This design comes from an exercise in tuning for small area, a short achievable clock period and few clock cycles on the open sky130 flow, not from production work. In this exercise RTL edits were held to simulation tests only and were not proved equivalent to the original.

==> flow/design.v, too long to show whole: its modules and the start of the top module <==
// module tpu_top: 3648 lines
module tpu_top (
    input  logic           clk,
    input  logic           rst,
    input  logic           start,
    input  logic [31:0]    act_data,
    input  logic [31:0]    weight_data,
    output logic           done,
    output logic           output_valid,
    output logic [511:0]   result
);
  // ...
==> flow/flow/run.sh <==
#!/bin/bash
# The standard layout, with timing repair asked to aim below the 10 ns clock period
# (repair_timing -setup_margin), so that the layout's achieved period is as short as it can be.
set -euo pipefail
bash standard.sh SETUP_SLACK_MARGIN=7 finish > make_finish.log 2>&1
==> flow/standard.sh <==
#!/bin/bash
# synth_recipe.tcl (not shown) runs the flow's synth.tcl, then flattens the netlist and writes it again
# the make line also repeats each setting of config.mk as NAME=value (left out here)
make -C /OpenROAD-flow-scripts/flow DESIGN_CONFIG=/design/flow/config.mk WORK_HOME=/design/flow/orfs CLKGATE_MAP_FILE= SYNTH_SCRIPT=/design/flow/synth_recipe.tcl "${@:-finish}"
==> flow/config.mk <==
export PLATFORM = sky130hd
export DESIGN_NAME = tpu_top
export DESIGN_NICKNAME = tpu_top
export VERILOG_FILES = /design/flow/design.v
export SDC_FILE = /design/flow/constraint.sdc
export NUM_CORES = 4
export LEC_CHECK = 0
export CAP_MARGIN = 20
export CORE_MARGIN = 2
export CORE_UTILIZATION = 40
export SLEW_MARGIN = 20
==> flow/constraint.sdc <==
create_clock -name core_clock -period 10.0 [get_ports {clk}]
set_input_delay 2.0000 -clock core_clock [delete_from_list [all_inputs] [get_ports {clk}]]
set_output_delay 2.0000 -clock core_clock [all_outputs]
set_load 0.01 [all_outputs]
==> key figures, run 1 <==
Run status
  • Status: no timing/DRC/antenna violations

Drt
  • Via count: 33,800
  • Met3 routed WL: 21,300 um

Layout
  • Leading cell kind: multi-input gates
  • N_diodes: 1
  • Most common cell after layout, fill and taps aside: inv_1
  • Most frequent cells in the layout: inv_1 (458), xnor2_1 (445), edfxtp_1 (416), fa_1 (371), buf_6 (370)

Worst setup path
  • Worst Path Max Fanout: 7
  • Worst setup SP type: flip-flop
  • Crit path launch: bo[1]
  • Cell mode on critical path: fa_2
  • Crit end category: flip-flop
  • Critical path, cell by cell: buf_12, buf_6, a22oi_2, xor2_1, fa_2, fa_2, inv_2, fa_2, fa_2, fa_2

Global routing
  • Gr usage total: 0.255
  • Most Crowded Layer GR: met2
  • Initial antenna violation count: 5

Yosys
  • Mapped Cells: 3,947
  • Most frequent cells after synthesis: inv_1 (537), fa_1 (496), xnor2_1 (472), a22oi_1 (450), edfxtp_1 (416)

Clock network
  • Hold_buf cts: 0

STA
  • Relative slew slack: 0.428
  • Final hold vios: 0
  • Final Worst Setup Slack: 6.35 ns

Die
  • # Taps: 1,512
Testbench counts, summed over its fixed seeds: cycles 3,520.
==> run 2: changes to the inputs <==
--- a/flow/design.v
+++ b/flow/design.v
@@ -3,20 +3,20 @@
     input  logic           rst,
     input  logic           start,
     input  logic [31:0]    act_data,
     input  logic [31:0]    weight_data,
     output logic           done,
     output logic           output_valid,
     output logic [511:0]   result
 );
-    localparam int RW = 18;   
+    localparam int RW = 20;   
     logic        busy_q, valid_q, done_q;
     logic [3:0]  cnt_q;
-    logic [127:0] b_q;           
+    wire [127:0] b_q = {res_q[272 +: 32], res_q[240 +: 32], res_q[192 +: 32], res_q[160 +: 32]};
     logic [15:0]  bo, bt, bn;    
     logic [4*4*RW-1:0] res_q;    
     logic [4*RW-1:0]   row_c;
     wire accept  = start && !busy_q;
     wire load_b  = busy_q && (cnt_q < 4'd4);
     wire shift_c = busy_q && (cnt_q >= 4'd6) && (cnt_q <= 4'd9);
     wire last    = busy_q && (cnt_q == 4'd9);
     always_ff @(posedge clk) begin
@@ -53,17 +53,16 @@
                 bn_d[k*4+r] = x2;
             end
         end
     end
     always_ff @(posedge clk) begin
         bo <= bo_d;
         bt <= bt_d;
         bn <= bn_d;
-        if (load_b) b_q <= {weight_data, b_q[127:32]};
     end
     wire pp1;
     wire pp2;
     wire pp3;
     wire pp4;
     wire pp5;
     wire pp6;
     wire pp7;
@@ -1839,17 +1838,17 @@
     wire s1777;
     wire c1778;
     wire s1779;
     wire c1780;
     wire s1781;
     wire c1782;
     wire s1783;
     wire c1784;
-    logic [191:0] pq;    
+    logic [247:0] pq;    
     assign pp1 = (bo[0] & b_q[0]) ^ bn[0];
     assign pp2 = ((bo[0] & b_q[1]) | (bt[0] & b_q[0])) ^ bn[0];
     assign pp3 = ((bo[0] & b_q[2]) | (bt[0] & b_q[1])) ^ bn[0];
     assign pp4 = ((bo[0] & b_q[3]) | (bt[0] & b_q[2])) ^ bn[0];
     assign pp5 = ((bo[0] & b_q[4]) | (bt[0] & b_q[3])) ^ bn[0];
     assign pp6 = ((bo[0] & b_q[5]) | (bt[0] & b_q[4])) ^ bn[0];
     assign pp7 = ((bo[0] & b_q[6]) | (bt[0] & b_q[5])) ^ bn[0];
     assign pp8 = ((bo[0] & b_q[7]) | (bt[0] & b_q[6])) ^ bn[0];
@@ -2212,91 +2211,91 @@
     assign s365 = pp143 ^ c248 ^ c310;
     assign c366 = (pp143 & c248) | (pp143 & c310) | (c248 & c310);
     assign s367 = c312 ^ s315 ^ c314;
     assign c368 = (c312 & s315) | (c312 & c314) | (s315 & c314);
     assign s369 = pp36 ^ pp72 ^ pp108;
     assign c370 = (pp36 & pp72) | (pp36 & pp108) | (pp72 & pp108);
     assign s371 = pp144 ^ c316;
     assign c372 = pp144 & c316;
-    assign s373 = pp37 ^ pp73;
-    assign c374 = pp37 & pp73;
-    assign s375 = pp74 ^ pp110 ^ c318;
-    assign c376 = (pp74 & pp110) | (pp74 & c318) | (pp110 & c318);
-    assign s377 = c320 ^ s321 ^ s251;
-    assign c378 = (c320 & s321) | (c320 & s251) | (s321 & s251);
-    assign s379 = c322 ^ c324 ^ s325;
-    assign c380 = (c322 & c324) | (c322 & s325) | (c324 & s325);
-    assign s381 = c326 ^ c328 ^ s329;
-    assign c382 = (c326 & c328) | (c326 & s329) | (c328 & s329);
-    assign s383 = c330 ^ s333 ^ c332;
-    assign c384 = (c330 & s333) | (c330 & c332) | (s333 & c332);
-    assign s385 = c334 ^ c336 ^ s337;
-    assign c386 = (c334 & c336) | (c334 & s337) | (c336 & s337);
-    assign s387 = c338 ^ s341 ^ c340;
-    assign c388 = (c338 & s341) | (c338 & c340) | (s341 & c340);
-    assign s389 = c342 ^ s345 ^ c344;
-    assign c390 = (c342 & s345) | (c342 & c344) | (s345 & c344);
-    assign s391 = c346 ^ s349 ^ c348;
-    assign c392 = (c346 & s349) | (c346 & c348) | (s349 & c348);
-    assign s393 = s353 ^ c350 ^ c352;
-    assign c394 = (s353 & c350) | (s353 & c352) | (c350 & c352);
-    assign s395 = c354 ^ s357 ^ c356;
-    assign c396 = (c354 & s357) | (c354 & c356) | (s357 & c356);
-    assign s397 = s361 ^ c358 ^ c360;
-    assign c398 = (s361 & c358) | (s361 & c360) | (c358 & c360);
-    assign s399 = s365 ^ c362 ^ s367;
-    assign c400 = (s365 & c362) | (s365 & s367) | (c362 & s367);
-    assign s401 = s369 ^ s371 ^ c366;
-    assign c402 = (s369 & s371) | (s369 & c366) | (s371 & c366);
-    assign s403 = pq[30] ^ pq[31];
-    assign c404 = pq[30] & pq[31];
-    assign s405 = pq[33] ^ pq[34] ^ pq[35];
-    assign c406 = (pq[33] & pq[34]) | (pq[33] & pq[35]) | (pq[34] & pq[35]);
-    assign s407 = pq[36] ^ pq[37];
-    assign c408 = pq[36] & pq[37];
-    assign s409 = pq[39] ^ pq[40] ^ pq[41];
-    assign c410 = (pq[39] & pq[40]) | (pq[39] & pq[41]) | (pq[40] & pq[41]);
-    assign s411 = pq[42] ^ pq[43];
-    assign c412 = pq[42] & pq[43];
-    assign s413 = pq[45] ^ pq[46] ^ pq[47];
-    assign c414 = (pq[45] & pq[46]) | (pq[45] & pq[47]) | (pq[46] & pq[47]);
-    assign s415 = pq[0] ^ pq[1];
-    assign c416 = pq[0] & pq[1];
-    assign s417 = pq[3] ^ pq[4] ^ pq[5];
-    assign c418 = (pq[3] & pq[4]) | (pq[3] & pq[5]) | (pq[4] & pq[5]);
-    assign s419 = pq[6] ^ pq[7] ^ pq[8];
-    assign c420 = (pq[6] & pq[7]) | (pq[6] & pq[8]) | (pq[7] & pq[8]);
-    assign s421 = pq[9] ^ pq[10] ^ pq[11];
-    assign c422 = (pq[9] & pq[10]) | (pq[9] & pq[11]) | (pq[10] & pq[11]);
-    assign s423 = pq[12] ^ pq[13] ^ pq[14];
-    assign c424 = (pq[12] & pq[13]) | (pq[12] & pq[14]) | (pq[13] & pq[14]);
-    assign s425 = pq[15] ^ pq[16] ^ pq[17];
-    assign c426 = (pq[15] & pq[16]) | (pq[15] & pq[17]) | (pq[16] & pq[17]);
-    assign s427 = pq[18] ^ pq[19] ^ pq[20];
-    assign c428 = (pq[18] & pq[19]) | (pq[18] & pq[20]) | (pq[19] & pq[20]);
-    assign s429 = pq[21] ^ pq[22] ^ pq[23];
-    assign c430 = (pq[21] & pq[22]) | (pq[21] & pq[23]) | (pq[22] & pq[23]);
-    assign s431 = pq[24] ^ pq[25] ^ pq[26];
-    assign c432 = (pq[24] & pq[25]) | (pq[24] & pq[26]) | (pq[25] & pq[26]);
-    assign s433 = pq[27] ^ pq[28] ^ pq[29];
-    assign c434 = (pq[27] & pq[28]) | (pq[27] & pq[29]) | (pq[28] & pq[29]);
-    assign s435 = pq[32] ^ 1'b1 ^ s403;
-    assign c436 = (pq[32] & 1'b1) | (pq[32] & s403) | (1'b1 & s403);
-    assign s437 = 1'b1 ^ c404 ^ s405;
-    assign c438 = (1'b1 & c404) | (1'b1 & s405) | (c404 & s405);
-    assign s439 = pq[38] ^ s407 ^ c406;
-    assign c440 = (pq[38] & s407) | (pq[38] & c406) | (s407 & c406);
-    assign s441 = 1'b1 ^ c408 ^ s409;
-    assign c442 = (1'b1 & c408) | (1'b1 & s409) | (c408 & s409);
-    assign s443 = pq[44] ^ s411 ^ c410;
-    assign c444 = (pq[44] & s411) | (pq[44] & c410) | (s411 & c410);
-    assign s445 = 1'b1 ^ c412 ^ s413;
-    assign c446 = (1'b1 & c412) | (1'b1 & s413) | (c412 & s413);
-    assign row_c[0 +: 18] = {1'b1 , c446 , c444 , c442 , c440 , c438 , c436 , c434 , c432 , c430 , c428 , c426 , c424 , c422 , c420 , c418 , c416 , s415} + {1'b0 , c414 , s445 , s443 , s441 , s439 , s437 , s435 , s433 , s431 , s429 , s427 , s425 , s423 , s421 , s419 , s417 , pq[2]};
+    assign s373 = pq[40] ^ pq[41];
+    assign c374 = pq[40] & pq[41];
+    assign s375 = pq[44] ^ pq[45] ^ pq[46];
+    assign c376 = (pq[44] & pq[45]) | (pq[44] & pq[46]) | (pq[45] & pq[46]);
+    assign s377 = pq[48] ^ pq[49];
+    assign c378 = pq[48] & pq[49];
+    assign s379 = pq[52] ^ pq[53] ^ pq[54];
+    assign c380 = (pq[52] & pq[53]) | (pq[52] & pq[54]) | (pq[53] & pq[54]);
+    assign s381 = pq[56] ^ pq[57];
+    assign c382 = pq[56] & pq[57];
+    assign s383 = pq[0] ^ pq[1];
+    assign c384 = pq[0] & pq[1];
+    assign s385 = pq[4] ^ pq[5] ^ pq[6];
+    assign c386 = (pq[4] & pq[5]) | (pq[4] & pq[6]) | (pq[5] & pq[6]);
+    assign s387 = pq[8] ^ pq[9] ^ pq[10];
+    assign c388 = (pq[8] & pq[9]) | (pq[8] & pq[10]) | (pq[9] & pq[10]);
+    assign s389 = pq[12] ^ pq[13] ^ pq[14];
+    assign c390 = (pq[12] & pq[13]) | (pq[12] & pq[14]) | (pq[13] & pq[14]);
+    assign s391 = pq[16] ^ pq[17] ^ pq[18];
+    assign c392 = (pq[16] & pq[17]) | (pq[16] & pq[18]) | (pq[17] & pq[18]);
+    assign s393 = pq[20] ^ pq[21] ^ pq[22];
+    assign c394 = (pq[20] & pq[21]) | (pq[20] & pq[22]) | (pq[21] & pq[22]);
+    assign s395 = pq[24] ^ pq[25] ^ pq[26];
+    assign c396 = (pq[24] & pq[25]) | (pq[24] & pq[26]) | (pq[25] & pq[26]);
+    assign s397 = pq[28] ^ pq[29] ^ pq[30];
+    assign c398 = (pq[28] & pq[29]) | (pq[28] & pq[30]) | (pq[29] & pq[30]);
+    assign s399 = pq[32] ^ pq[33] ^ pq[34];
+    assign c400 = (pq[32] & pq[33]) | (pq[32] & pq[34]) | (pq[33] & pq[34]);
+    assign s401 = pq[36] ^ pq[37] ^ pq[38];
+    assign c402 = (pq[36] & pq[37]) | (pq[36] & pq[38]) | (pq[37] & pq[38]);
+    assign s403 = pq[42] ^ pq[43] ^ 1'b1;
+    assign c404 = (pq[42] & pq[43]) | (pq[42] & 1'b1) | (pq[43] & 1'b1);
+    assign s405 = pq[47] ^ 1'b1 ^ c374;
+    assign c406 = (pq[47] & 1'b1) | (pq[47] & c374) | (1'b1 & c374);
+    assign s407 = pq[50] ^ pq[51] ^ s377;
+    assign c408 = (pq[50] & pq[51]) | (pq[50] & s377) | (pq[51] & s377);
+    assign s409 = pq[55] ^ 1'b1 ^ c378;
+    assign c410 = (pq[55] & 1'b1) | (pq[55] & c378) | (1'b1 & c378);
+    assign s411 = pq[58] ^ pq[59] ^ s381;
+    assign c412 = (pq[58] & pq[59]) | (pq[58] & s381) | (pq[59] & s381);
+    assign s413 = pq[60] ^ pq[61] ^ 1'b1;
+    assign c414 = (pq[60] & pq[61]) | (pq[60] & 1'b1) | (pq[61] & 1'b1);
+    assign s415 = pq[2] ^ pq[3];
+    assign c416 = pq[2] & pq[3];
+    assign s417 = pq[7] ^ c384 ^ s385;
+    assign c418 = (pq[7] & c384) | (pq[7] & s385) | (c384 & s385);
+    assign s419 = pq[11] ^ c386 ^ s387;
+    assign c420 = (pq[11] & c386) | (pq[11] & s387) | (c386 & s387);
+    assign s421 = pq[15] ^ c388 ^ s389;
+    assign c422 = (pq[15] & c388) | (pq[15] & s389) | (c388 & s389);
+    assign s423 = pq[19] ^ c390 ^ s391;
+    assign c424 = (pq[19] & c390) | (pq[19] & s391) | (c390 & s391);
+    assign s425 = pq[23] ^ c392 ^ s393;
+    assign c426 = (pq[23] & c392) | (pq[23] & s393) | (c392 & s393);
+    assign s427 = pq[27] ^ c394 ^ s395;
+    assign c428 = (pq[27] & c394) | (pq[27] & s395) | (c394 & s395);
+    assign s429 = pq[31] ^ c396 ^ s397;
+    assign c430 = (pq[31] & c396) | (pq[31] & s397) | (c396 & s397);
+    assign s431 = pq[35] ^ c398 ^ s399;
+    assign c432 = (pq[35] & c398) | (pq[35] & s399) | (c398 & s399);
+    assign s433 = pq[39] ^ c400 ^ s401;
+    assign c434 = (pq[39] & c400) | (pq[39] & s401) | (c400 & s401);
+    assign s435 = s373 ^ c402 ^ s403;
+    assign c436 = (s373 & c402) | (s373 & s403) | (c402 & s403);
+    assign s437 = c404 ^ s375 ^ s405;
+    assign c438 = (c404 & s375) | (c404 & s405) | (s375 & s405);
+    assign s439 = c376 ^ c406 ^ s407;
+    assign c440 = (c376 & c406) | (c376 & s407) | (c406 & s407);
+    assign s441 = s379 ^ c408 ^ s409;
+    assign c442 = (s379 & c408) | (s379 & s409) | (c408 & s409);
+    assign s443 = c380 ^ c410 ^ s411;
+    assign c444 = (c380 & c410) | (c380 & s411) | (c410 & s411);
+    assign s445 = c382 ^ s413 ^ c412;
+    assign c446 = (c382 & s413) | (c382 & c412) | (s413 & c412);
+    assign row_c[0 +: 20] = {1'b1 , 1'b1 , 1'b1 , c446 , c444 , c442 , c440 , c438 , c436 , c434 , c432 , c430 , c428 , c426 , c424 , c422 , c420 , c418 , c416 , s415} + {1'b0 , 1'b0 , 1'b0 , c414 , s445 , s443 , s441 , s439 , s437 , s435 , s433 , s431 , s429 , s427 , s425 , s423 , s421 , s419 , s417 , s383};
     assign pp447 = (bo[0] & b_q[8]) ^ bn[0];
     assign pp448 = ((bo[0] & b_q[9]) | (bt[0] & b_q[8])) ^ bn[0];
     assign pp449 = ((bo[0] & b_q[10]) | (bt[0] & b_q[9])) ^ bn[0];
     assign pp450 = ((bo[0] & b_q[11]) | (bt[0] & b_q[10])) ^ bn[0];
     assign pp451 = ((bo[0] & b_q[12]) | (bt[0] & b_q[11])) ^ bn[0];
     assign pp452 = ((bo[0] & b_q[13]) | (bt[0] & b_q[12])) ^ bn[0];
     assign pp453 = ((bo[0] & b_q[14]) | (bt[0] & b_q[13])) ^ bn[0];
     assign pp454 = ((bo[0] & b_q[15]) | (bt[0] & b_q[14])) ^ bn[0];
@@ -2659,91 +2658,91 @@
     assign s811 = pp589 ^ c694 ^ c756;
     assign c812 = (pp589 & c694) | (pp589 & c756) | (c694 & c756);
     assign s813 = c758 ^ s761 ^ c760;
     assign c814 = (c758 & s761) | (c758 & c760) | (s761 & c760);
     assign s815 = pp482 ^ pp518 ^ pp554;
     assign c816 = (pp482 & pp518) | (pp482 & pp554) | (pp518 & pp554);
     assign s817 = pp590 ^ c762;
     assign c818 = pp590 & c762;
-    assign s819 = pp483 ^ pp519;
-    assign c820 = pp483 & pp519;
-    assign s821 = pp520 ^ pp556 ^ c764;
-    assign c822 = (pp520 & pp556) | (pp520 & c764) | (pp556 & c764);
-    assign s823 = c766 ^ s767 ^ s697;
-    assign c824 = (c766 & s767) | (c766 & s697) | (s767 & s697);
-    assign s825 = c768 ^ c770 ^ s771;
-    assign c826 = (c768 & c770) | (c768 & s771) | (c770 & s771);
-    assign s827 = c772 ^ c774 ^ s775;
-    assign c828 = (c772 & c774) | (c772 & s775) | (c774 & s775);
-    assign s829 = c776 ^ s779 ^ c778;
-    assign c830 = (c776 & s779) | (c776 & c778) | (s779 & c778);
-    assign s831 = c780 ^ c782 ^ s783;
-    assign c832 = (c780 & c782) | (c780 & s783) | (c782 & s783);
-    assign s833 = c784 ^ s787 ^ c786;
-    assign c834 = (c784 & s787) | (c784 & c786) | (s787 & c786);
-    assign s835 = c788 ^ s791 ^ c790;
-    assign c836 = (c788 & s791) | (c788 & c790) | (s791 & c790);
-    assign s837 = c792 ^ s795 ^ c794;
-    assign c838 = (c792 & s795) | (c792 & c794) | (s795 & c794);
-    assign s839 = s799 ^ c796 ^ c798;
-    assign c840 = (s799 & c796) | (s799 & c798) | (c796 & c798);
-    assign s841 = c800 ^ s803 ^ c802;
-    assign c842 = (c800 & s803) | (c800 & c802) | (s803 & c802);
-    assign s843 = s807 ^ c804 ^ c806;
-    assign c844 = (s807 & c804) | (s807 & c806) | (c804 & c806);
-    assign s845 = s811 ^ c808 ^ s813;
-    assign c846 = (s811 & c808) | (s811 & s813) | (c808 & s813);
-    assign s847 = s815 ^ s817 ^ c812;
-    assign c848 = (s815 & s817) | (s815 & c812) | (s817 & c812);
-    assign s849 = pq[78] ^ pq[79];
-    assign c850 = pq[78] & pq[79];
-    assign s851 = pq[81] ^ pq[82] ^ pq[83];
-    assign c852 = (pq[81] & pq[82]) | (pq[81] & pq[83]) | (pq[82] & pq[83]);
-    assign s853 = pq[84] ^ pq[85];
-    assign c854 = pq[84] & pq[85];
-    assign s855 = pq[87] ^ pq[88] ^ pq[89];
-    assign c856 = (pq[87] & pq[88]) | (pq[87] & pq[89]) | (pq[88] & pq[89]);
-    assign s857 = pq[90] ^ pq[91];
-    assign c858 = pq[90] & pq[91];
-    assign s859 = pq[93] ^ pq[94] ^ pq[95];
-    assign c860 = (pq[93] & pq[94]) | (pq[93] & pq[95]) | (pq[94] & pq[95]);
-    assign s861 = pq[48] ^ pq[49];
-    assign c862 = pq[48] & pq[49];
-    assign s863 = pq[51] ^ pq[52] ^ pq[53];
-    assign c864 = (pq[51] & pq[52]) | (pq[51] & pq[53]) | (pq[52] & pq[53]);
-    assign s865 = pq[54] ^ pq[55] ^ pq[56];
-    assign c866 = (pq[54] & pq[55]) | (pq[54] & pq[56]) | (pq[55] & pq[56]);
-    assign s867 = pq[57] ^ pq[58] ^ pq[59];
-    assign c868 = (pq[57] & pq[58]) | (pq[57] & pq[59]) | (pq[58] & pq[59]);
-    assign s869 = pq[60] ^ pq[61] ^ pq[62];
-    assign c870 = (pq[60] & pq[61]) | (pq[60] & pq[62]) | (pq[61] & pq[62]);
-    assign s871 = pq[63] ^ pq[64] ^ pq[65];
-    assign c872 = (pq[63] & pq[64]) | (pq[63] & pq[65]) | (pq[64] & pq[65]);
-    assign s873 = pq[66] ^ pq[67] ^ pq[68];
-    assign c874 = (pq[66] & pq[67]) | (pq[66] & pq[68]) | (pq[67] & pq[68]);
-    assign s875 = pq[69] ^ pq[70] ^ pq[71];
-    assign c876 = (pq[69] & pq[70]) | (pq[69] & pq[71]) | (pq[70] & pq[71]);
-    assign s877 = pq[72] ^ pq[73] ^ pq[74];
-    assign c878 = (pq[72] & pq[73]) | (pq[72] & pq[74]) | (pq[73] & pq[74]);
-    assign s879 = pq[75] ^ pq[76] ^ pq[77];
-    assign c880 = (pq[75] & pq[76]) | (pq[75] & pq[77]) | (pq[76] & pq[77]);
-    assign s881 = pq[80] ^ 1'b1 ^ s849;
-    assign c882 = (pq[80] & 1'b1) | (pq[80] & s849) | (1'b1 & s849);
-    assign s883 = 1'b1 ^ c850 ^ s851;
-    assign c884 = (1'b1 & c850) | (1'b1 & s851) | (c850 & s851);
-    assign s885 = pq[86] ^ s853 ^ c852;
-    assign c886 = (pq[86] & s853) | (pq[86] & c852) | (s853 & c852);
-    assign s887 = 1'b1 ^ c854 ^ s855;
-    assign c888 = (1'b1 & c854) | (1'b1 & s855) | (c854 & s855);
-    assign s889 = pq[92] ^ s857 ^ c856;
-    assign c890 = (pq[92] & s857) | (pq[92] & c856) | (s857 & c856);
-    assign s891 = 1'b1 ^ c858 ^ s859;
-    assign c892 = (1'b1 & c858) | (1'b1 & s859) | (c858 & s859);
-    assign row_c[18 +: 18] = {1'b1 , c892 , c890 , c888 , c886 , c884 , c882 , c880 , c878 , c876 , c874 , c872 , c870 , c868 , c866 , c864 , c862 , s861} + {1'b0 , c860 , s891 , s889 , s887 , s885 , s883 , s881 , s879 , s877 , s875 , s873 , s871 , s869 , s867 , s865 , s863 , pq[50]};
+    assign s819 = pq[102] ^ pq[103];
+    assign c820 = pq[102] & pq[103];
+    assign s821 = pq[106] ^ pq[107] ^ pq[108];
+    assign c822 = (pq[106] & pq[107]) | (pq[106] & pq[108]) | (pq[107] & pq[108]);
+    assign s823 = pq[110] ^ pq[111];
+    assign c824 = pq[110] & pq[111];
+    assign s825 = pq[114] ^ pq[115] ^ pq[116];
+    assign c826 = (pq[114] & pq[115]) | (pq[114] & pq[116]) | (pq[115] & pq[116]);
+    assign s827 = pq[118] ^ pq[119];
+    assign c828 = pq[118] & pq[119];
+    assign s829 = pq[62] ^ pq[63];
+    assign c830 = pq[62] & pq[63];
+    assign s831 = pq[66] ^ pq[67] ^ pq[68];
+    assign c832 = (pq[66] & pq[67]) | (pq[66] & pq[68]) | (pq[67] & pq[68]);
+    assign s833 = pq[70] ^ pq[71] ^ pq[72];
+    assign c834 = (pq[70] & pq[71]) | (pq[70] & pq[72]) | (pq[71] & pq[72]);
+    assign s835 = pq[74] ^ pq[75] ^ pq[76];
+    assign c836 = (pq[74] & pq[75]) | (pq[74] & pq[76]) | (pq[75] & pq[76]);
+    assign s837 = pq[78] ^ pq[79] ^ pq[80];
+    assign c838 = (pq[78] & pq[79]) | (pq[78] & pq[80]) | (pq[79] & pq[80]);
+    assign s839 = pq[82] ^ pq[83] ^ pq[84];
+    assign c840 = (pq[82] & pq[83]) | (pq[82] & pq[84]) | (pq[83] & pq[84]);
+    assign s841 = pq[86] ^ pq[87] ^ pq[88];
+    assign c842 = (pq[86] & pq[87]) | (pq[86] & pq[88]) | (pq[87] & pq[88]);
+    assign s843 = pq[90] ^ pq[91] ^ pq[92];
+    assign c844 = (pq[90] & pq[91]) | (pq[90] & pq[92]) | (pq[91] & pq[92]);
+    assign s845 = pq[94] ^ pq[95] ^ pq[96];
+    assign c846 = (pq[94] & pq[95]) | (pq[94] & pq[96]) | (pq[95] & pq[96]);
+    assign s847 = pq[98] ^ pq[99] ^ pq[100];
+    assign c848 = (pq[98] & pq[99]) | (pq[98] & pq[100]) | (pq[99] & pq[100]);
+    assign s849 = pq[104] ^ pq[105] ^ 1'b1;
+    assign c850 = (pq[104] & pq[105]) | (pq[104] & 1'b1) | (pq[105] & 1'b1);
+    assign s851 = pq[109] ^ 1'b1 ^ c820;
+    assign c852 = (pq[109] & 1'b1) | (pq[109] & c820) | (1'b1 & c820);
+    assign s853 = pq[112] ^ pq[113] ^ s823;
+    assign c854 = (pq[112] & pq[113]) | (pq[112] & s823) | (pq[113] & s823);
+    assign s855 = pq[117] ^ 1'b1 ^ c824;
+    assign c856 = (pq[117] & 1'b1) | (pq[117] & c824) | (1'b1 & c824);
+    assign s857 = pq[120] ^ pq[121] ^ s827;
+    assign c858 = (pq[120] & pq[121]) | (pq[120] & s827) | (pq[121] & s827);
+    assign s859 = pq[122] ^ pq[123] ^ 1'b1;
+    assign c860 = (pq[122] & pq[123]) | (pq[122] & 1'b1) | (pq[123] & 1'b1);
+    assign s861 = pq[64] ^ pq[65];
+    assign c862 = pq[64] & pq[65];
+    assign s863 = pq[69] ^ c830 ^ s831;
+    assign c864 = (pq[69] & c830) | (pq[69] & s831) | (c830 & s831);
+    assign s865 = pq[73] ^ c832 ^ s833;
+    assign c866 = (pq[73] & c832) | (pq[73] & s833) | (c832 & s833);
+    assign s867 = pq[77] ^ c834 ^ s835;
+    assign c868 = (pq[77] & c834) | (pq[77] & s835) | (c834 & s835);
+    assign s869 = pq[81] ^ c836 ^ s837;
+    assign c870 = (pq[81] & c836) | (pq[81] & s837) | (c836 & s837);
+    assign s871 = pq[85] ^ c838 ^ s839;
+    assign c872 = (pq[85] & c838) | (pq[85] & s839) | (c838 & s839);
+    assign s873 = pq[89] ^ c840 ^ s841;
+    assign c874 = (pq[89] & c840) | (pq[89] & s841) | (c840 & s841);
+    assign s875 = pq[93] ^ c842 ^ s843;
+    assign c876 = (pq[93] & c842) | (pq[93] & s843) | (c842 & s843);
+    assign s877 = pq[97] ^ c844 ^ s845;
+    assign c878 = (pq[97] & c844) | (pq[97] & s845) | (c844 & s845);
+    assign s879 = pq[101] ^ c846 ^ s847;
+    assign c880 = (pq[101] & c846) | (pq[101] & s847) | (c846 & s847);
+    assign s881 = s819 ^ c848 ^ s849;
+    assign c882 = (s819 & c848) | (s819 & s849) | (c848 & s849);
+    assign s883 = c850 ^ s821 ^ s851;
+    assign c884 = (c850 & s821) | (c850 & s851) | (s821 & s851);
+    assign s885 = c822 ^ c852 ^ s853;
+    assign c886 = (c822 & c852) | (c822 & s853) | (c852 & s853);
+    assign s887 = s825 ^ c854 ^ s855;
+    assign c888 = (s825 & c854) | (s825 & s855) | (c854 & s855);
+    assign s889 = c826 ^ c856 ^ s857;
+    assign c890 = (c826 & c856) | (c826 & s857) | (c856 & s857);
+    assign s891 = c828 ^ s859 ^ c858;
+    assign c892 = (c828 & s859) | (c828 & c858) | (s859 & c858);
+    assign row_c[20 +: 20] = {1'b1 , 1'b1 , 1'b1 , c892 , c890 , c888 , c886 , c884 , c882 , c880 , c878 , c876 , c874 , c872 , c870 , c868 , c866 , c864 , c862 , s861} + {1'b0 , 1'b0 , 1'b0 , c860 , s891 , s889 , s887 , s885 , s883 , s881 , s879 , s877 , s875 , s873 , s871 , s869 , s867 , s865 , s863 , s829};
     assign pp893 = (bo[0] & b_q[16]) ^ bn[0];
     assign pp894 = ((bo[0] & b_q[17]) | (bt[0] & b_q[16])) ^ bn[0];
     assign pp895 = ((bo[0] & b_q[18]) | (bt[0] & b_q[17])) ^ bn[0];
     assign pp896 = ((bo[0] & b_q[19]) | (bt[0] & b_q[18])) ^ bn[0];
     assign pp897 = ((bo[0] & b_q[20]) | (bt[0] & b_q[19])) ^ bn[0];
     assign pp898 = ((bo[0] & b_q[21]) | (bt[0] & b_q[20])) ^ bn[0];
     assign pp899 = ((bo[0] & b_q[22]) | (bt[0] & b_q[21])) ^ bn[0];
     assign pp900 = ((bo[0] & b_q[23]) | (bt[0] & b_q[22])) ^ bn[0];
@@ -3106,91 +3105,91 @@
     assign s1257 = pp1035 ^ c1140 ^ c1202;
     assign c1258 = (pp1035 & c1140) | (pp1035 & c1202) | (c1140 & c1202);
     assign s1259 = c1204 ^ s1207 ^ c1206;
     assign c1260 = (c1204 & s1207) | (c1204 & c1206) | (s1207 & c1206);
     assign s1261 = pp928 ^ pp964 ^ pp1000;
     assign c1262 = (pp928 & pp964) | (pp928 & pp1000) | (pp964 & pp1000);
     assign s1263 = pp1036 ^ c1208;
     assign c1264 = pp1036 & c1208;
-    assign s1265 = pp929 ^ pp965;
-    assign c1266 = pp929 & pp965;
-    assign s1267 = pp966 ^ pp1002 ^ c1210;
-    assign c1268 = (pp966 & pp1002) | (pp966 & c1210) | (pp1002 & c1210);
-    assign s1269 = c1212 ^ s1213 ^ s1143;
-    assign c1270 = (c1212 & s1213) | (c1212 & s1143) | (s1213 & s1143);
-    assign s1271 = c1214 ^ c1216 ^ s1217;
-    assign c1272 = (c1214 & c1216) | (c1214 & s1217) | (c1216 & s1217);
-    assign s1273 = c1218 ^ c1220 ^ s1221;
-    assign c1274 = (c1218 & c1220) | (c1218 & s1221) | (c1220 & s1221);
-    assign s1275 = c1222 ^ s1225 ^ c1224;
-    assign c1276 = (c1222 & s1225) | (c1222 & c1224) | (s1225 & c1224);
-    assign s1277 = c1226 ^ c1228 ^ s1229;
-    assign c1278 = (c1226 & c1228) | (c1226 & s1229) | (c1228 & s1229);
-    assign s1279 = c1230 ^ s1233 ^ c1232;
-    assign c1280 = (c1230 & s1233) | (c1230 & c1232) | (s1233 & c1232);
-    assign s1281 = c1234 ^ s1237 ^ c1236;
-    assign c1282 = (c1234 & s1237) | (c1234 & c1236) | (s1237 & c1236);
-    assign s1283 = c1238 ^ s1241 ^ c1240;
-    assign c1284 = (c1238 & s1241) | (c1238 & c1240) | (s1241 & c1240);
-    assign s1285 = s1245 ^ c1242 ^ c1244;
-    assign c1286 = (s1245 & c1242) | (s1245 & c1244) | (c1242 & c1244);
-    assign s1287 = c1246 ^ s1249 ^ c1248;
-    assign c1288 = (c1246 & s1249) | (c1246 & c1248) | (s1249 & c1248);
-    assign s1289 = s1253 ^ c1250 ^ c1252;
-    assign c1290 = (s1253 & c1250) | (s1253 & c1252) | (c1250 & c1252);
-    assign s1291 = s1257 ^ c1254 ^ s1259;
-    assign c1292 = (s1257 & c1254) | (s1257 & s1259) | (c1254 & s1259);
-    assign s1293 = s1261 ^ s1263 ^ c1258;
-    assign c1294 = (s1261 & s1263) | (s1261 & c1258) | (s1263 & c1258);
-    assign s1295 = pq[126] ^ pq[127];
-    assign c1296 = pq[126] & pq[127];
-    assign s1297 = pq[129] ^ pq[130] ^ pq[131];
-    assign c1298 = (pq[129] & pq[130]) | (pq[129] & pq[131]) | (pq[130] & pq[131]);
-    assign s1299 = pq[132] ^ pq[133];
-    assign c1300 = pq[132] & pq[133];
-    assign s1301 = pq[135] ^ pq[136] ^ pq[137];
-    assign c1302 = (pq[135] & pq[136]) | (pq[135] & pq[137]) | (pq[136] & pq[137]);
-    assign s1303 = pq[138] ^ pq[139];
-    assign c1304 = pq[138] & pq[139];
-    assign s1305 = pq[141] ^ pq[142] ^ pq[143];
-    assign c1306 = (pq[141] & pq[142]) | (pq[141] & pq[143]) | (pq[142] & pq[143]);
-    assign s1307 = pq[96] ^ pq[97];
-    assign c1308 = pq[96] & pq[97];
-    assign s1309 = pq[99] ^ pq[100] ^ pq[101];
-    assign c1310 = (pq[99] & pq[100]) | (pq[99] & pq[101]) | (pq[100] & pq[101]);
-    assign s1311 = pq[102] ^ pq[103] ^ pq[104];
-    assign c1312 = (pq[102] & pq[103]) | (pq[102] & pq[104]) | (pq[103] & pq[104]);
-    assign s1313 = pq[105] ^ pq[106] ^ pq[107];
-    assign c1314 = (pq[105] & pq[106]) | (pq[105] & pq[107]) | (pq[106] & pq[107]);
-    assign s1315 = pq[108] ^ pq[109] ^ pq[110];
-    assign c1316 = (pq[108] & pq[109]) | (pq[108] & pq[110]) | (pq[109] & pq[110]);
-    assign s1317 = pq[111] ^ pq[112] ^ pq[113];
-    assign c1318 = (pq[111] & pq[112]) | (pq[111] & pq[113]) | (pq[112] & pq[113]);
-    assign s1319 = pq[114] ^ pq[115] ^ pq[116];
-    assign c1320 = (pq[114] & pq[115]) | (pq[114] & pq[116]) | (pq[115] & pq[116]);
-    assign s1321 = pq[117] ^ pq[118] ^ pq[119];
-    assign c1322 = (pq[117] & pq[118]) | (pq[117] & pq[119]) | (pq[118] & pq[119]);
-    assign s1323 = pq[120] ^ pq[121] ^ pq[122];
-    assign c1324 = (pq[120] & pq[121]) | (pq[120] & pq[122]) | (pq[121] & pq[122]);
-    assign s1325 = pq[123] ^ pq[124] ^ pq[125];
-    assign c1326 = (pq[123] & pq[124]) | (pq[123] & pq[125]) | (pq[124] & pq[125]);
-    assign s1327 = pq[128] ^ 1'b1 ^ s1295;
-    assign c1328 = (pq[128] & 1'b1) | (pq[128] & s1295) | (1'b1 & s1295);
-    assign s1329 = 1'b1 ^ c1296 ^ s1297;
-    assign c1330 = (1'b1 & c1296) | (1'b1 & s1297) | (c1296 & s1297);
-    assign s1331 = pq[134] ^ s1299 ^ c1298;
-    assign c1332 = (pq[134] & s1299) | (pq[134] & c1298) | (s1299 & c1298);
-    assign s1333 = 1'b1 ^ c1300 ^ s1301;
-    assign c1334 = (1'b1 & c1300) | (1'b1 & s1301) | (c1300 & s1301);
-    assign s1335 = pq[140] ^ s1303 ^ c1302;
-    assign c1336 = (pq[140] & s1303) | (pq[140] & c1302) | (s1303 & c1302);
-    assign s1337 = 1'b1 ^ c1304 ^ s1305;
-    assign c1338 = (1'b1 & c1304) | (1'b1 & s1305) | (c1304 & s1305);
-    assign row_c[36 +: 18] = {1'b1 , c1338 , c1336 , c1334 , c1332 , c1330 , c1328 , c1326 , c1324 , c1322 , c1320 , c1318 , c1316 , c1314 , c1312 , c1310 , c1308 , s1307} + {1'b0 , c1306 , s1337 , s1335 , s1333 , s1331 , s1329 , s1327 , s1325 , s1323 , s1321 , s1319 , s1317 , s1315 , s1313 , s1311 , s1309 , pq[98]};
+    assign s1265 = pq[164] ^ pq[165];
+    assign c1266 = pq[164] & pq[165];
+    assign s1267 = pq[168] ^ pq[169] ^ pq[170];
+    assign c1268 = (pq[168] & pq[169]) | (pq[168] & pq[170]) | (pq[169] & pq[170]);
+    assign s1269 = pq[172] ^ pq[173];
+    assign c1270 = pq[172] & pq[173];
+    assign s1271 = pq[176] ^ pq[177] ^ pq[178];
+    assign c1272 = (pq[176] & pq[177]) | (pq[176] & pq[178]) | (pq[177] & pq[178]);
+    assign s1273 = pq[180] ^ pq[181];
+    assign c1274 = pq[180] & pq[181];
+    assign s1275 = pq[124] ^ pq[125];
+    assign c1276 = pq[124] & pq[125];
+    assign s1277 = pq[128] ^ pq[129] ^ pq[130];
+    assign c1278 = (pq[128] & pq[129]) | (pq[128] & pq[130]) | (pq[129] & pq[130]);
+    assign s1279 = pq[132] ^ pq[133] ^ pq[134];
+    assign c1280 = (pq[132] & pq[133]) | (pq[132] & pq[134]) | (pq[133] & pq[134]);
+    assign s1281 = pq[136] ^ pq[137] ^ pq[138];
+    assign c1282 = (pq[136] & pq[137]) | (pq[136] & pq[138]) | (pq[137] & pq[138]);
+    assign s1283 = pq[140] ^ pq[141] ^ pq[142];
+    assign c1284 = (pq[140] & pq[141]) | (pq[140] & pq[142]) | (pq[141] & pq[142]);
+    assign s1285 = pq[144] ^ pq[145] ^ pq[146];
+    assign c1286 = (pq[144] & pq[145]) | (pq[144] & pq[146]) | (pq[145] & pq[146]);
+    assign s1287 = pq[148] ^ pq[149] ^ pq[150];
+    assign c1288 = (pq[148] & pq[149]) | (pq[148] & pq[150]) | (pq[149] & pq[150]);
+    assign s1289 = pq[152] ^ pq[153] ^ pq[154];
+    assign c1290 = (pq[152] & pq[153]) | (pq[152] & pq[154]) | (pq[153] & pq[154]);
+    assign s1291 = pq[156] ^ pq[157] ^ pq[158];
+    assign c1292 = (pq[156] & pq[157]) | (pq[156] & pq[158]) | (pq[157] & pq[158]);
+    assign s1293 = pq[160] ^ pq[161] ^ pq[162];
+    assign c1294 = (pq[160] & pq[161]) | (pq[160] & pq[162]) | (pq[161] & pq[162]);
+    assign s1295 = pq[166] ^ pq[167] ^ 1'b1;
+    assign c1296 = (pq[166] & pq[167]) | (pq[166] & 1'b1) | (pq[167] & 1'b1);
+    assign s1297 = pq[171] ^ 1'b1 ^ c1266;
+    assign c1298 = (pq[171] & 1'b1) | (pq[171] & c1266) | (1'b1 & c1266);
+    assign s1299 = pq[174] ^ pq[175] ^ s1269;
+    assign c1300 = (pq[174] & pq[175]) | (pq[174] & s1269) | (pq[175] & s1269);
+    assign s1301 = pq[179] ^ 1'b1 ^ c1270;
+    assign c1302 = (pq[179] & 1'b1) | (pq[179] & c1270) | (1'b1 & c1270);
+    assign s1303 = pq[182] ^ pq[183] ^ s1273;
+    assign c1304 = (pq[182] & pq[183]) | (pq[182] & s1273) | (pq[183] & s1273);
+    assign s1305 = pq[184] ^ pq[185] ^ 1'b1;
+    assign c1306 = (pq[184] & pq[185]) | (pq[184] & 1'b1) | (pq[185] & 1'b1);
+    assign s1307 = pq[126] ^ pq[127];
+    assign c1308 = pq[126] & pq[127];
+    assign s1309 = pq[131] ^ c1276 ^ s1277;
+    assign c1310 = (pq[131] & c1276) | (pq[131] & s1277) | (c1276 & s1277);
+    assign s1311 = pq[135] ^ c1278 ^ s1279;
+    assign c1312 = (pq[135] & c1278) | (pq[135] & s1279) | (c1278 & s1279);
+    assign s1313 = pq[139] ^ c1280 ^ s1281;
+    assign c1314 = (pq[139] & c1280) | (pq[139] & s1281) | (c1280 & s1281);
+    assign s1315 = pq[143] ^ c1282 ^ s1283;
+    assign c1316 = (pq[143] & c1282) | (pq[143] & s1283) | (c1282 & s1283);
+    assign s1317 = pq[147] ^ c1284 ^ s1285;
+    assign c1318 = (pq[147] & c1284) | (pq[147] & s1285) | (c1284 & s1285);
+    assign s1319 = pq[151] ^ c1286 ^ s1287;
+    assign c1320 = (pq[151] & c1286) | (pq[151] & s1287) | (c1286 & s1287);
+    assign s1321 = pq[155] ^ c1288 ^ s1289;
+    assign c1322 = (pq[155] & c1288) | (pq[155] & s1289) | (c1288 & s1289);
+    assign s1323 = pq[159] ^ c1290 ^ s1291;
+    assign c1324 = (pq[159] & c1290) | (pq[159] & s1291) | (c1290 & s1291);
+    assign s1325 = pq[163] ^ c1292 ^ s1293;
+    assign c1326 = (pq[163] & c1292) | (pq[163] & s1293) | (c1292 & s1293);
+    assign s1327 = s1265 ^ c1294 ^ s1295;
+    assign c1328 = (s1265 & c1294) | (s1265 & s1295) | (c1294 & s1295);
+    assign s1329 = c1296 ^ s1267 ^ s1297;
+    assign c1330 = (c1296 & s1267) | (c1296 & s1297) | (s1267 & s1297);
+    assign s1331 = c1268 ^ c1298 ^ s1299;
+    assign c1332 = (c1268 & c1298) | (c1268 & s1299) | (c1298 & s1299);
+    assign s1333 = s1271 ^ c1300 ^ s1301;
+    assign c1334 = (s1271 & c1300) | (s1271 & s1301) | (c1300 & s1301);
+    assign s1335 = c1272 ^ c1302 ^ s1303;
+    assign c1336 = (c1272 & c1302) | (c1272 & s1303) | (c1302 & s1303);
+    assign s1337 = c1274 ^ s1305 ^ c1304;
+    assign c1338 = (c1274 & s1305) | (c1274 & c1304) | (s1305 & c1304);
+    assign row_c[40 +: 20] = {1'b1 , 1'b1 , 1'b1 , c1338 , c1336 , c1334 , c1332 , c1330 , c1328 , c1326 , c1324 , c1322 , c1320 , c1318 , c1316 , c1314 , c1312 , c1310 , c1308 , s1307} + {1'b0 , 1'b0 , 1'b0 , c1306 , s1337 , s1335 , s1333 , s1331 , s1329 , s1327 , s1325 , s1323 , s1321 , s1319 , s1317 , s1315 , s1313 , s1311 , s1309 , s1275};
     assign pp1339 = (bo[0] & b_q[24]) ^ bn[0];
     assign pp1340 = ((bo[0] & b_q[25]) | (bt[0] & b_q[24])) ^ bn[0];
     assign pp1341 = ((bo[0] & b_q[26]) | (bt[0] & b_q[25])) ^ bn[0];
     assign pp1342 = ((bo[0] & b_q[27]) | (bt[0] & b_q[26])) ^ bn[0];
     assign pp1343 = ((bo[0] & b_q[28]) | (bt[0] & b_q[27])) ^ bn[0];
     assign pp1344 = ((bo[0] & b_q[29]) | (bt[0] & b_q[28])) ^ bn[0];
     assign pp1345 = ((bo[0] & b_q[30]) | (bt[0] & b_q[29])) ^ bn[0];
     assign pp1346 = ((bo[0] & b_q[31]) | (bt[0] & b_q[30])) ^ bn[0];
@@ -3553,96 +3552,102 @@
     assign s1703 = pp1481 ^ c1586 ^ c1648;
     assign c1704 = (pp1481 & c1586) | (pp1481 & c1648) | (c1586 & c1648);
     assign s1705 = c1650 ^ s1653 ^ c1652;
     assign c1706 = (c1650 & s1653) | (c1650 & c1652) | (s1653 & c1652);
     assign s1707 = pp1374 ^ pp1410 ^ pp1446;
     assign c1708 = (pp1374 & pp1410) | (pp1374 & pp1446) | (pp1410 & pp1446);
     assign s1709 = pp1482 ^ c1654;
     assign c1710 = pp1482 & c1654;
-    assign s1711 = pp1375 ^ pp1411;
-    assign c1712 = pp1375 & pp1411;
-    assign s1713 = pp1412 ^ pp1448 ^ c1656;
-    assign c1714 = (pp1412 & pp1448) | (pp1412 & c1656) | (pp1448 & c1656);
-    assign s1715 = c1658 ^ s1659 ^ s1589;
-    assign c1716 = (c1658 & s1659) | (c1658 & s1589) | (s1659 & s1589);
-    assign s1717 = c1660 ^ c1662 ^ s1663;
-    assign c1718 = (c1660 & c1662) | (c1660 & s1663) | (c1662 & s1663);
-    assign s1719 = c1664 ^ c1666 ^ s1667;
-    assign c1720 = (c1664 & c1666) | (c1664 & s1667) | (c1666 & s1667);
-    assign s1721 = c1668 ^ s1671 ^ c1670;
-    assign c1722 = (c1668 & s1671) | (c1668 & c1670) | (s1671 & c1670);
-    assign s1723 = c1672 ^ c1674 ^ s1675;
-    assign c1724 = (c1672 & c1674) | (c1672 & s1675) | (c1674 & s1675);
-    assign s1725 = c1676 ^ s1679 ^ c1678;
-    assign c1726 = (c1676 & s1679) | (c1676 & c1678) | (s1679 & c1678);
-    assign s1727 = c1680 ^ s1683 ^ c1682;
-    assign c1728 = (c1680 & s1683) | (c1680 & c1682) | (s1683 & c1682);
-    assign s1729 = c1684 ^ s1687 ^ c1686;
-    assign c1730 = (c1684 & s1687) | (c1684 & c1686) | (s1687 & c1686);
-    assign s1731 = s1691 ^ c1688 ^ c1690;
-    assign c1732 = (s1691 & c1688) | (s1691 & c1690) | (c1688 & c1690);
-    assign s1733 = c1692 ^ s1695 ^ c1694;
-    assign c1734 = (c1692 & s1695) | (c1692 & c1694) | (s1695 & c1694);
-    assign s1735 = s1699 ^ c1696 ^ c1698;
-    assign c1736 = (s1699 & c1696) | (s1699 & c1698) | (c1696 & c1698);
-    assign s1737 = s1703 ^ c1700 ^ s1705;
-    assign c1738 = (s1703 & c1700) | (s1703 & s1705) | (c1700 & s1705);
-    assign s1739 = s1707 ^ s1709 ^ c1704;
-    assign c1740 = (s1707 & s1709) | (s1707 & c1704) | (s1709 & c1704);
-    assign s1741 = pq[174] ^ pq[175];
-    assign c1742 = pq[174] & pq[175];
-    assign s1743 = pq[177] ^ pq[178] ^ pq[179];
-    assign c1744 = (pq[177] & pq[178]) | (pq[177] & pq[179]) | (pq[178] & pq[179]);
-    assign s1745 = pq[180] ^ pq[181];
-    assign c1746 = pq[180] & pq[181];
-    assign s1747 = pq[183] ^ pq[184] ^ pq[185];
-    assign c1748 = (pq[183] & pq[184]) | (pq[183] & pq[185]) | (pq[184] & pq[185]);
-    assign s1749 = pq[186] ^ pq[187];
-    assign c1750 = pq[186] & pq[187];
-    assign s1751 = pq[189] ^ pq[190] ^ pq[191];
-    assign c1752 = (pq[189] & pq[190]) | (pq[189] & pq[191]) | (pq[190] & pq[191]);
-    assign s1753 = pq[144] ^ pq[145];
-    assign c1754 = pq[144] & pq[145];
-    assign s1755 = pq[147] ^ pq[148] ^ pq[149];
-    assign c1756 = (pq[147] & pq[148]) | (pq[147] & pq[149]) | (pq[148] & pq[149]);
-    assign s1757 = pq[150] ^ pq[151] ^ pq[152];
-    assign c1758 = (pq[150] & pq[151]) | (pq[150] & pq[152]) | (pq[151] & pq[152]);
-    assign s1759 = pq[153] ^ pq[154] ^ pq[155];
-    assign c1760 = (pq[153] & pq[154]) | (pq[153] & pq[155]) | (pq[154] & pq[155]);
-    assign s1761 = pq[156] ^ pq[157] ^ pq[158];
-    assign c1762 = (pq[156] & pq[157]) | (pq[156] & pq[158]) | (pq[157] & pq[158]);
-    assign s1763 = pq[159] ^ pq[160] ^ pq[161];
-    assign c1764 = (pq[159] & pq[160]) | (pq[159] & pq[161]) | (pq[160] & pq[161]);
-    assign s1765 = pq[162] ^ pq[163] ^ pq[164];
-    assign c1766 = (pq[162] & pq[163]) | (pq[162] & pq[164]) | (pq[163] & pq[164]);
-    assign s1767 = pq[165] ^ pq[166] ^ pq[167];
-    assign c1768 = (pq[165] & pq[166]) | (pq[165] & pq[167]) | (pq[166] & pq[167]);
-    assign s1769 = pq[168] ^ pq[169] ^ pq[170];
-    assign c1770 = (pq[168] & pq[169]) | (pq[168] & pq[170]) | (pq[169] & pq[170]);
-    assign s1771 = pq[171] ^ pq[172] ^ pq[173];
-    assign c1772 = (pq[171] & pq[172]) | (pq[171] & pq[173]) | (pq[172] & pq[173]);
-    assign s1773 = pq[176] ^ 1'b1 ^ s1741;
-    assign c1774 = (pq[176] & 1'b1) | (pq[176] & s1741) | (1'b1 & s1741);
-    assign s1775 = 1'b1 ^ c1742 ^ s1743;
-    assign c1776 = (1'b1 & c1742) | (1'b1 & s1743) | (c1742 & s1743);
-    assign s1777 = pq[182] ^ s1745 ^ c1744;
-    assign c1778 = (pq[182] & s1745) | (pq[182] & c1744) | (s1745 & c1744);
-    assign s1779 = 1'b1 ^ c1746 ^ s1747;
-    assign c1780 = (1'b1 & c1746) | (1'b1 & s1747) | (c1746 & s1747);
-    assign s1781 = pq[188] ^ s1749 ^ c1748;
-    assign c1782 = (pq[188] & s1749) | (pq[188] & c1748) | (s1749 & c1748);
-    assign s1783 = 1'b1 ^ c1750 ^ s1751;
-    assign c1784 = (1'b1 & c1750) | (1'b1 & s1751) | (c1750 & s1751);
-    assign row_c[54 +: 18] = {1'b1 , c1784 , c1782 , c1780 , c1778 , c1776 , c1774 , c1772 , c1770 , c1768 , c1766 , c1764 , c1762 , c1760 , c1758 , c1756 , c1754 , s1753} + {1'b0 , c1752 , s1783 , s1781 , s1779 , s1777 , s1775 , s1773 , s1771 , s1769 , s1767 , s1765 , s1763 , s1761 , s1759 , s1757 , s1755 , pq[146]};
+    assign s1711 = pq[226] ^ pq[227];
+    assign c1712 = pq[226] & pq[227];
+    assign s1713 = pq[230] ^ pq[231] ^ pq[232];
+    assign c1714 = (pq[230] & pq[231]) | (pq[230] & pq[232]) | (pq[231] & pq[232]);
+    assign s1715 = pq[234] ^ pq[235];
+    assign c1716 = pq[234] & pq[235];
+    assign s1717 = pq[238] ^ pq[239] ^ pq[240];
+    assign c1718 = (pq[238] & pq[239]) | (pq[238] & pq[240]) | (pq[239] & pq[240]);
+    assign s1719 = pq[242] ^ pq[243];
+    assign c1720 = pq[242] & pq[243];
+    assign s1721 = pq[186] ^ pq[187];
+    assign c1722 = pq[186] & pq[187];
+    assign s1723 = pq[190] ^ pq[191] ^ pq[192];
+    assign c1724 = (pq[190] & pq[191]) | (pq[190] & pq[192]) | (pq[191] & pq[192]);
+    assign s1725 = pq[194] ^ pq[195] ^ pq[196];
+    assign c1726 = (pq[194] & pq[195]) | (pq[194] & pq[196]) | (pq[195] & pq[196]);
+    assign s1727 = pq[198] ^ pq[199] ^ pq[200];
+    assign c1728 = (pq[198] & pq[199]) | (pq[198] & pq[200]) | (pq[199] & pq[200]);
+    assign s1729 = pq[202] ^ pq[203] ^ pq[204];
+    assign c1730 = (pq[202] & pq[203]) | (pq[202] & pq[204]) | (pq[203] & pq[204]);
+    assign s1731 = pq[206] ^ pq[207] ^ pq[208];
+    assign c1732 = (pq[206] & pq[207]) | (pq[206] & pq[208]) | (pq[207] & pq[208]);
+    assign s1733 = pq[210] ^ pq[211] ^ pq[212];
+    assign c1734 = (pq[210] & pq[211]) | (pq[210] & pq[212]) | (pq[211] & pq[212]);
+    assign s1735 = pq[214] ^ pq[215] ^ pq[216];
+    assign c1736 = (pq[214] & pq[215]) | (pq[214] & pq[216]) | (pq[215] & pq[216]);
+    assign s1737 = pq[218] ^ pq[219] ^ pq[220];
+    assign c1738 = (pq[218] & pq[219]) | (pq[218] & pq[220]) | (pq[219] & pq[220]);
+    assign s1739 = pq[222] ^ pq[223] ^ pq[224];
+    assign c1740 = (pq[222] & pq[223]) | (pq[222] & pq[224]) | (pq[223] & pq[224]);
+    assign s1741 = pq[228] ^ pq[229] ^ 1'b1;
+    assign c1742 = (pq[228] & pq[229]) | (pq[228] & 1'b1) | (pq[229] & 1'b1);
+    assign s1743 = pq[233] ^ 1'b1 ^ c1712;
+    assign c1744 = (pq[233] & 1'b1) | (pq[233] & c1712) | (1'b1 & c1712);
+    assign s1745 = pq[236] ^ pq[237] ^ s1715;
+    assign c1746 = (pq[236] & pq[237]) | (pq[236] & s1715) | (pq[237] & s1715);
+    assign s1747 = pq[241] ^ 1'b1 ^ c1716;
+    assign c1748 = (pq[241] & 1'b1) | (pq[241] & c1716) | (1'b1 & c1716);
+    assign s1749 = pq[244] ^ pq[245] ^ s1719;
+    assign c1750 = (pq[244] & pq[245]) | (pq[244] & s1719) | (pq[245] & s1719);
+    assign s1751 = pq[246] ^ pq[247] ^ 1'b1;
+    assign c1752 = (pq[246] & pq[247]) | (pq[246] & 1'b1) | (pq[247] & 1'b1);
+    assign s1753 = pq[188] ^ pq[189];
+    assign c1754 = pq[188] & pq[189];
+    assign s1755 = pq[193] ^ c1722 ^ s1723;
+    assign c1756 = (pq[193] & c1722) | (pq[193] & s1723) | (c1722 & s1723);
+    assign s1757 = pq[197] ^ c1724 ^ s1725;
+    assign c1758 = (pq[197] & c1724) | (pq[197] & s1725) | (c1724 & s1725);
+    assign s1759 = pq[201] ^ c1726 ^ s1727;
+    assign c1760 = (pq[201] & c1726) | (pq[201] & s1727) | (c1726 & s1727);
+    assign s1761 = pq[205] ^ c1728 ^ s1729;
+    assign c1762 = (pq[205] & c1728) | (pq[205] & s1729) | (c1728 & s1729);
+    assign s1763 = pq[209] ^ c1730 ^ s1731;
+    assign c1764 = (pq[209] & c1730) | (pq[209] & s1731) | (c1730 & s1731);
+    assign s1765 = pq[213] ^ c1732 ^ s1733;
+    assign c1766 = (pq[213] & c1732) | (pq[213] & s1733) | (c1732 & s1733);
+    assign s1767 = pq[217] ^ c1734 ^ s1735;
+    assign c1768 = (pq[217] & c1734) | (pq[217] & s1735) | (c1734 & s1735);
+    assign s1769 = pq[221] ^ c1736 ^ s1737;
+    assign c1770 = (pq[221] & c1736) | (pq[221] & s1737) | (c1736 & s1737);
+    assign s1771 = pq[225] ^ c1738 ^ s1739;
+    assign c1772 = (pq[225] & c1738) | (pq[225] & s1739) | (c1738 & s1739);
+    assign s1773 = s1711 ^ c1740 ^ s1741;
+    assign c1774 = (s1711 & c1740) | (s1711 & s1741) | (c1740 & s1741);
+    assign s1775 = c1742 ^ s1713 ^ s1743;
+    assign c1776 = (c1742 & s1713) | (c1742 & s1743) | (s1713 & s1743);
+    assign s1777 = c1714 ^ c1744 ^ s1745;
+    assign c1778 = (c1714 & c1744) | (c1714 & s1745) | (c1744 & s1745);
+    assign s1779 = s1717 ^ c1746 ^ s1747;
+    assign c1780 = (s1717 & c1746) | (s1717 & s1747) | (c1746 & s1747);
+    assign s1781 = c1718 ^ c1748 ^ s1749;
+    assign c1782 = (c1718 & c1748) | (c1718 & s1749) | (c1748 & s1749);
+    assign s1783 = c1720 ^ s1751 ^ c1750;
+    assign c1784 = (c1720 & s1751) | (c1720 & c1750) | (s1751 & c1750);
+    assign row_c[60 +: 20] = {1'b1 , 1'b1 , 1'b1 , c1784 , c1782 , c1780 , c1778 , c1776 , c1774 , c1772 , c1770 , c1768 , c1766 , c1764 , c1762 , c1760 , c1758 , c1756 , c1754 , s1753} + {1'b0 , 1'b0 , 1'b0 , c1752 , s1783 , s1781 , s1779 , s1777 , s1775 , s1773 , s1771 , s1769 , s1767 , s1765 , s1763 , s1761 , s1759 , s1757 , s1755 , s1721};
     always_ff @(posedge clk) begin
-        pq <= {c1710, c1708, c1740, c1706, s1739, c1738, c1702, s1737, c1736, s1701, s1735, c1734, s1697, s1733, c1732, s1693, s1731, c1730, s1689, s1729, c1728, s1685, s1727, c1726, s1681, s1725, c1724, s1677, s1723, c1722, s1673, s1721, c1720, s1669, s1719, c1718, s1665, s1717, c1716, s1661, s1715, c1714, s1657, s1713, c1712, s1655, pp1447, s1711, c1264, c1262, c1294, c1260, s1293, c1292, c1256, s1291, c1290, s1255, s1289, c1288, s1251, s1287, c1286, s1247, s1285, c1284, s1243, s1283, c1282, s1239, s1281, c1280, s1235, s1279, c1278, s1231, s1277, c1276, s1227, s1275, c1274, s1223, s1273, c1272, s1219, s1271, c1270, s1215, s1269, c1268, s1211, s1267, c1266, s1209, pp1001, s1265, c818, c816, c848, c814, s847, c846, c810, s845, c844, s809, s843, c842, s805, s841, c840, s801, s839, c838, s797, s837, c836, s793, s835, c834, s789, s833, c832, s785, s831, c830, s781, s829, c828, s777, s827, c826, s773, s825, c824, s769, s823, c822, s765, s821, c820, s763, pp555, s819, c372, c370, c402, c368, s401, c400, c364, s399, c398, s363, s397, c396, s359, s395, c394, s355, s393, c392, s351, s391, c390, s347, s389, c388, s343, s387, c386, s339, s385, c384, s335, s383, c382, s331, s381, c380, s327, s379, c378, s323, s377, c376, s319, s375, c374, s317, pp109, s373};
+        pq <= {c1710, c1708, s1709, s1707, c1706, c1704, s1705, s1703, c1702, c1700, s1701, s1699, c1698, c1696, s1697, s1695, c1694, c1692, s1693, s1691, c1690, c1688, s1689, s1687, c1686, c1684, s1685, s1683, c1682, c1680, s1681, s1679, c1678, c1676, s1677, s1675, c1674, c1672, s1673, s1671, c1670, c1668, s1669, s1667, c1666, c1664, s1665, s1663, c1662, c1660, s1589, s1661, s1659, c1658, pp1448, pp1412, s1657, c1656, pp1447, pp1411, pp1375, s1655, c1264, c1262, s1263, s1261, c1260, c1258, s1259, s1257, c1256, c1254, s1255, s1253, c1252, c1250, s1251, s1249, c1248, c1246, s1247, s1245, c1244, c1242, s1243, s1241, c1240, c1238, s1239, s1237, c1236, c1234, s1235, s1233, c1232, c1230, s1231, s1229, c1228, c1226, s1227, s1225, c1224, c1222, s1223, s1221, c1220, c1218, s1219, s1217, c1216, c1214, s1143, s1215, s1213, c1212, pp1002, pp966, s1211, c1210, pp1001, pp965, pp929, s1209, c818, c816, s817, s815, c814, c812, s813, s811, c810, c808, s809, s807, c806, c804, s805, s803, c802, c800, s801, s799, c798, c796, s797, s795, c794, c792, s793, s791, c790, c788, s789, s787, c786, c784, s785, s783, c782, c780, s781, s779, c778, c776, s777, s775, c774, c772, s773, s771, c770, c768, s697, s769, s767, c766, pp556, pp520, s765, c764, pp555, pp519, pp483, s763, c372, c370, s371, s369, c368, c366, s367, s365, c364, c362, s363, s361, c360, c358, s359, s357, c356, c354, s355, s353, c352, c350, s351, s349, c348, c346, s347, s345, c344, c342, s343, s341, c340, c338, s339, s337, c336, c334, s335, s333, c332, c330, s331, s329, c328, c326, s327, s325, c324, c322, s251, s323, s321, c320, pp110, pp74, s319, c318, pp109, pp73, pp37, s317};
     end
     always_ff @(posedge clk) begin
-        if (shift_c) res_q <= {row_c, res_q[4*4*RW-1:4*RW]};
+        for (int r = 0; r < 4; r++)
+            if (busy_q && cnt_q == 4'(6 + r)) res_q[r*4*RW +: 4*RW] <= row_c;
+        for (int k = 0; k < 4; k++)
+            if (busy_q && cnt_q == 4'(k)) res_q[(2 + k/2)*4*RW + (k%2)*32 +: 32] <= weight_data;
     end
     always_comb begin
-        for (int e = 0; e < 16; e++)
-            result[e*32 +: 32] = {{(32-RW){res_q[e*RW+RW-1]}}, res_q[e*RW +: RW]};
+        for (int e = 0; e < 16; e++) begin
+            result[e*32 +: 17] = res_q[e*RW +: 17];
+            for (int t = 17; t < 32; t++)
+                result[e*32 + t] = res_q[e*RW + 17 + (t - 17) * (RW - 17) / 15];
+        end
     end
     assign done         = done_q;
     assign output_valid = valid_q;
 endmodule
==> key figures, run 2 <==
Drt
  • Remaining DRCs: 0 (unchanged)
  • Remaining antenna violation count: 0 (unchanged)
  • First drt pass iteration count: 6 (was 8)
  • Via count: 36,400 (was 33,800)

STA
  • Fin Setup TNS: 0 ns (unchanged)
  • Max Slew Vio Count: 0 (unchanged)
  • Relative slew slack: 0.358 (was 0.428)
  • Final setup violation count: 0 (unchanged)
  • Final hold vios: 0 (unchanged)
  • Fmax: 281 MHz (was 274 MHz)
  • Clock skew: 0.0403 ns (was 0.0615 ns)
  • Part of the cycle the worst path needs: 0.356 (was 0.365)
  • RSZ-0062 raised after global routing: yes (unchanged)

Worst setup path
  • Worst Path Max Fanout: 4 (was 7)
  • Crit end category: flip-flop (unchanged)
  • Critical path class: reg -> reg (unchanged)
  • R2r startpoint: pq[66] (was bo[1])
  • Setup slack, reg-to-reg: 6.44 ns (was 6.35 ns)
  • Critical Path AT: 3.92 ns (was 4.28 ns)
  • Crit path launch: pq[66] (was bo[1])
  • Worst setup SP type: flip-flop (unchanged)

Run
  • Max_cap viols: 0 (unchanged)

Yosys
  • Most frequent cells after synthesis: inv_1 (708), xnor2_1 (525), fa_1 (496), a22oi_1 (448), edfxtp_1 (310) (was inv_1 (537), fa_1 (496), xnor2_1 (472), a22oi_1 (450), edfxtp_1 (416))
  • Post-synth design cell area: 0.0459 mm^2 (was 0.0460 mm^2)
  • FFs w/ async S/R, synth: 0 (unchanged)
  • Synth warnings: 1 (unchanged)
  • Area contributors post-synth: fa_1 (22%), edfxtp_1 (20%), dfxtp_1 (13%) (was edfxtp_1 (27%), fa_1 (22%), dfxtp_1 (11%))
  • Biggest area consumer among synthesized cells: fa_1 (was edfxtp_1)
  • Mapped Cells: 4,375 (was 3,947)
  • Compound-cell area share of the yosys netlist: 0.121 (was 0.109)
  • Mapped Nets: 5,107 (was 4,678)
  • Count leader, synth: inv_1 (unchanged)
  • Post-Synth XOR/XNOR Area: 0.123 (was 0.122)
  • Adder-Cell Fraction of Synth Area: 0.262 (about the same)
  • EDFF count, synth: 310 (was 416)
  • Post-Synth Simple-Gate Area: 0.0376 (was 0.0207)

Die
  • Initial Utilization: 0.403 (was 0.402)
  • Cell Rows: 124 (unchanged)
  • Die width: 343 um (about the same)
  • I/O pins: 581 (unchanged)
  • Die height: 343 um (about the same)
  • Core area: 0.114 mm^2 (about the same)

Place
  • HPWL Detailed: 123,000 um (was 86,100 um)
  • IO buf count: 580 (unchanged)
  • GP Congestion: 0.917 (was 0.840)

Layout
  • Fill count: 9,735 (was 9,649)
  • Most common cell after layout, fill and taps aside: inv_1 (unchanged)
  • Most flop-heavy register: res_q (unchanged)
  • Synth-to-Final Area Change: 33.7% (was 31.9%)
  • Biggest regs: res_q (310), pq (248) (was res_q (288), pq (192), b_q (128))
  • Most frequent cells in the layout: inv_1 (591), xnor2_1 (461), buf_6 (429), fa_1 (407), a22oi_1 (347) (was inv_1 (458), xnor2_1 (445), edfxtp_1 (416), fa_1 (371), buf_6 (370))
  • Layout cell share with drive strength beyond 1: 0.362 (was 0.351)
  • Fin area: 0.0614 mm^2 (was 0.0606 mm^2)

Clock network
  • CTS tree: yes (unchanged)
  • Sink Count: 613 (was 663)
  • H-tree levels: 3 (unchanged)
  • Clk buf depth: 3 (unchanged)
  • Clock latency (worst-skew pair): 0.68 ns (was 0.72 ns)

Global routing
  • Pin count of the biggest net entering global routing: 53 (was 159)
  • Initial antenna violation count: 2 (was 5)
  • Gr usage total: 0.307 (was 0.255)

Run status
  • Status: no timing/DRC/antenna violations (unchanged)

Worst hold path
  • Hold/Removal Path Class: reg -> reg (unchanged)
==> run 2: critical path, stage by stage, from the launching register on <==
cell     delay [ns]
dfxtp_2        0.32
inv_2          0.03
fa_2           0.56
inv_2          0.04
fa_2           0.44
inv_2          0.07
fa_2           0.23
nor2b_4        0.05
o31a_1         0.36
buf_4          0.18
or3_4          0.34
a31oi_4        0.18
xor2_2         0.22
buf_6          0.16
o21ai_1        0.06
==> run 2: path summary, 6_finish.rpt <==
check / to / cells past startpoint
setup reg to reg: res_q[268] / 14
setup / recovery: res_q[268] / 14
hold / removal: valid_q / 2
hold reg to reg: valid_q / 2
==> run 2: metrics by stage <==
step                      cells  setup slack (ns)
after floorplan            4375              6.83
after global placement     6015              5.96
after detailed placement   6016              5.90
after CTS                  6504              6.49
after global routing       6573              6.40
final                      6575              6.44
==> run 2: layout make-up <==
cell class | instances | area [um^2] | area share
Multi-Input combinational cell | 2527 | 28500 | 0.464
Sequential cell | 613 | 15400 | 0.252
Timing Repair Buffer | 1065 | 10200 | 0.167
Inverter | 716 | 2760 | 0.0450
Clock buffer | 100 | 2130 | 0.0347
Tap cell | 1512 | 1890 | 0.0308
Clock inverter | 40 | 429 | 0.00699
Antenna cell | 2 | 5.00 | 0.0000815
==> run 2: what timing repair did <==
item | 4_1_cts | 5_1_grt
pin swaps | 263 | 259
hold buffers | 0 | 0
hold endpoints to repair | 0 | 0
buffers inserted | 337 | 67
endpoints found under the setup margin | 953 | 900
gates cloned | 11 | 2
gates resized for setup | 2849 | 574
==> run 2: cell families after synthesis <==
family / count (synthesis)
buffers and inverters: 1236
AO/OA/AOI/OAI: 821
adder cells (fa/ha/maj): 665
XOR/XNOR: 643
flip-flops: 613
AND/OR/NAND/NOR: 391
multiplexers: 6
==> run 2: layer usage <==
layer / track usage / wire length (um)
met5: 0 / 13
met4: 0.166 / 12100
met3: 0.0950 / 22500
met2: 0.480 / 83400
met1: 0.380 / 66700
Testbench counts of run 2, summed over its fixed seeds: cycles 3,520.

[afterwards: timing with drivers on the ports]
How much do the figures lean on ideal ports? The routed layouts below were timed once more, with nothing changed but the port constraints. Step 1, drivers: a clkbuf_16 drives clk and a buf_2 each remaining input, both assumed. Step 2 times the ports against the registers' clock, not the clock port: input delays grow and output delays shrink by t, the midpoint of the rising clock arrivals with the driver on. Three values: ideal ports, drivers, drivers and shift; two values: the first two.
run	t, ns	slack for setup (ns)	latest minus earliest clock arrival (ns)	worst slew at a driven data input, ns
run 1	0.760	6.349 / 6.349 / 6.349	0.064 / 0.065	0.08
run 2	0.726	6.439 / 6.437 / 6.439	0.040 / 0.041	0.11
After both steps setup and hold are still met in every run listed.
